Context: an optimization exercise on an open-source flow, tuned for small area and a short achievable clock period. The choices shown serve that exercise and are no tape-out recipe. No activity file was given, so power comes from the tool's default toggle rates.

// dispatch_top
module dispatch_top #(
	parameter int ROB_ENTRIES = 8,
	parameter int RS_DEPTH = 4,
	localparam int IDX_BITS = $clog2(ROB_ENTRIES),
	localparam int NSLOT = dispatch_pkg::SLOT_COUNT,
	localparam int PW = dispatch_pkg::PREG_BITS,
	localparam int OPW = dispatch_pkg::OPERAND_BITS,
	localparam int OCW = isa_pkg::OPCODE_BITS
) (
	input  logic clk,
	input  logic rst_n,
	input  logic alloc_v,
	input  logic [31:0] alloc_instr,
	input  logic [PW-1:0] alloc_psrc1,
	input  logic [PW-1:0] alloc_psrc2,
	input  logic [PW-1:0] alloc_pdst,
	input  logic [1:0] alloc_src_ready,
	output logic alloc_ready,
	input  logic wakeup_v,
	input  logic [PW-1:0] wakeup_tag,
	input  logic [ROB_ENTRIES-1:0] stomp_mask,
	input  logic commit_v,
	input  logic [NSLOT-1:0] credit_return,
	input  logic cfg_we,
	input  logic [NSLOT-1:0] cfg_wdata,
	output logic [NSLOT-1:0] cfg_rdata,
	output logic [NSLOT-1:0] issue_v,
	output logic [NSLOT*IDX_BITS-1:0] issue_rob_idx,
	output logic [NSLOT*OCW-1:0] issue_opcode,
	output logic [NSLOT*PW-1:0] issue_pdst,
	output logic [NSLOT*PW-1:0] issue_psrc1,
	output logic [NSLOT*OPW-1:0] issue_operand2,
	output logic [NSLOT-1:0] issue_is_imm
);
Size in the first run: roughly 2200 cells after synthesis, ~470 flip-flops.
export LEC_CHECK = 0
export CAP_MARGIN = 20
export CORE_MARGIN = 2
export CORE_UTILIZATION = 40
export CTS_CLUSTER_DIAMETER = 150
export CTS_CLUSTER_SIZE = 24
export SETUP_SLACK_MARGIN = 4.0
export SLEW_MARGIN = 20
create_clock -name core_clock -period 7.5 [get_ports {clk}]
standard.sh (not shown) runs the stock make flow with config.mk's settings and CLKGATE_MAP_FILE= SYNTH_SCRIPT=/design/flow/synth_recipe.tcl, a recipe that flattens the netlist after the stock synthesis.
==> flow/flow/run.sh <==
#!/bin/bash
# Standard ORFS layout, but the port buffers use the smallest plain buffer
# instead of the delay cell buffer_ports picks by default.
set -euo pipefail
export BUFFER_PORTS_ARGS="-buffer_cell sky130_fd_sc_hd__buf_1"
bash standard.sh > orfs_flow.log 2>&1
Change:
--- a/flow/design.v
+++ b/flow/design.v
@@ -108,17 +108,16 @@
 	logic [IDX_BITS-1:0] head;
 	logic [IDX_BITS-1:0] tail;
 	logic full;
 	logic [NSLOT-1:0] iv;
 	logic [NSLOT-1:0][N-1:0] pick;
 	logic [NSLOT-1:0][N-1:0] pick_ns;   
 	logic [NSLOT-1:0] pst;
 	logic [1:0] pimm;           
-	logic [1:0][N-1:0] pick_imm;        
 	logic [NSLOT-1:0][RS_DEPTH-1:0] crd;
 	logic [NSLOT-1:0] en;
 	function automatic logic [N-1:0] first_one(input logic [N-1:0] x);
 		logic seen;
 		seen = 1'b0;
 		for (int i = 0; i < N; i++) begin
 			first_one[i] = x[i] && !seen;
 			seen = seen || x[i];
@@ -171,17 +170,17 @@
 		end
 	end
 	assign tail_inc = tail + 1'b1;
 	assign alloc_ready = !full;
 	assign do_alloc = alloc_v && !full;
 	assign do_commit = commit_v && |(head_oh & valid & ~pnd & ~dm);
 	assign a_op = alloc_instr[31:isa_pkg::OPCODE_LSB];
 	assign a_imm = (a_op == 6'h03) || (a_op == 6'h05) || (a_op == 6'h10) || (a_op[5:1] == 5'b01100);
-	assign a_fld = {alloc_instr[IMMW-1:PW], a_imm ? alloc_instr[PW-1:0] : alloc_psrc2};
+	assign a_fld = a_imm ? alloc_instr[IMMW-1:0] : {{(IMMW - PW){1'b0}}, alloc_psrc2};
 	assign a_m1 = wakeup_v && alloc_psrc1 == wakeup_tag;
 	assign a_m2 = wakeup_v && alloc_psrc2 == wakeup_tag;
 	always_ff @(posedge clk) begin
 		if (!rst_n) begin
 			head <= '0;
 			tail <= '0;
 			full <= 1'b0;
 			valid <= '0;
@@ -228,18 +227,16 @@
 	always_ff @(posedge clk) begin
 		if (!rst_n)
 			iv <= '0;
 		else
 			iv <= sel_v;
 		pick <= sel;
 		pimm[0] <= |(sel[0] & ~stomp & alu_imm);
 		pimm[1] <= |(sel[1] & ~stomp & alu_imm);
-		pick_imm[0] <= sel[0] & ~stomp & alu_imm;
-		pick_imm[1] <= sel[1] & ~stomp & alu_imm;
 		for (int s = 0; s < NSLOT; s++)
 			pick_ns[s] <= sel[s] & ~stomp;
 		pst <= sel_st;
 	end
 	always_ff @(posedge clk) begin
 		for (int s = 0; s < NSLOT; s++) begin
 			if (!rst_n)
 				crd[s] <= '1;
@@ -269,23 +266,18 @@
 			x_idx[s] = '0;
 			for (int i = 0; i < N; i++) begin
 				if (pick[s][i]) begin
 					x_pd[s] = x_pd[s] | pd[i];
 					x_idx[s] = x_idx[s] | IDX_BITS'(i);
 				end
 				if (pick_ns[s][i]) begin
 					x_op[s] = x_op[s] | op[i];
+					x_fld[s] = x_fld[s] | fld[i];
 					x_ps1[s] = x_ps1[s] | ps1[i];
-					x_fld[s][PW-1:0] = x_fld[s][PW-1:0] | fld[i][PW-1:0];
-					if (s >= 2)
-						x_fld[s][IMMW-1:PW] = x_fld[s][IMMW-1:PW] | fld[i][IMMW-1:PW];
-				end
-				if (s < 2 && pick_imm[s < 2 ? s : 0][i]) begin
-					x_fld[s][IMMW-1:PW] = x_fld[s][IMMW-1:PW] | fld[i][IMMW-1:PW];
 				end
 			end
 		end
 	end
 	always_comb begin
 		for (int s = 0; s < NSLOT; s++) begin
 			issue_rob_idx[s*IDX_BITS +: IDX_BITS] = x_idx[s];
 			issue_pdst[s*PW +: PW] = x_pd[s];
The new run ran to the end with no violations.
Clock-buffer cell count shrinks by 2.
Worst setup slack got worse by 0.0047 ns.
First-iteration DRC count shrinks by 1.5%.
Fmax hardly moves.
Core utilization shrinks by 0.14 points.
Global-route usage shrinks by 0.21 points.
Total power shrinks by 2.2%.
Critical path depth stays the same.
Sequential share of layout area shrinks by 0.85 points.
Non-clock buffer count grows by 1.
Wire length grows by 0.90%.
No run of this note included a check of the RTL's function; only the layout flow was run.

-- separate check: timing with driven ports --
No port has a modelled driver above. Below, the same layouts with a new extraction and two added sets of constraints.
Step 1 (the two cells are an assumption about what drives the block):
set clk [get_ports {clk}]
set_driving_cell -lib_cell sky130_fd_sc_hd__clkbuf_16 $clk
set_driving_cell -lib_cell sky130_fd_sc_hd__buf_2 [delete_from_list [all_inputs] $clk]
Step 2 adds t to the input delays and takes it off the output delays; t is the mean of the earliest and latest rising clock arrival at the registers after step 1. Input paths then give back, and output paths get back, about the clock's delay inside the block.
Three values: no drivers, after step 1, after step 2; two values: the first two.
| run | shift t [ns] | setup slack, ns | worst setup path at the end | clock arrival spread, ns | pins driven straight from the clock port |
|---|---|---|---|---|---|
| the first run | 0.645 | 3.967 / 3.901 / 3.520 | input to register | 0.048 / 0.048 | 1 |
| the second run | 0.639 | 3.962 / 3.903 / 3.910 | input to register | 0.024 / 0.023 | 1 |
After both steps every run listed still meets setup and hold. For the first run, which loses most, drivers alone change the setup slack by -0.066 ns; drivers and shift together by -0.447 ns.
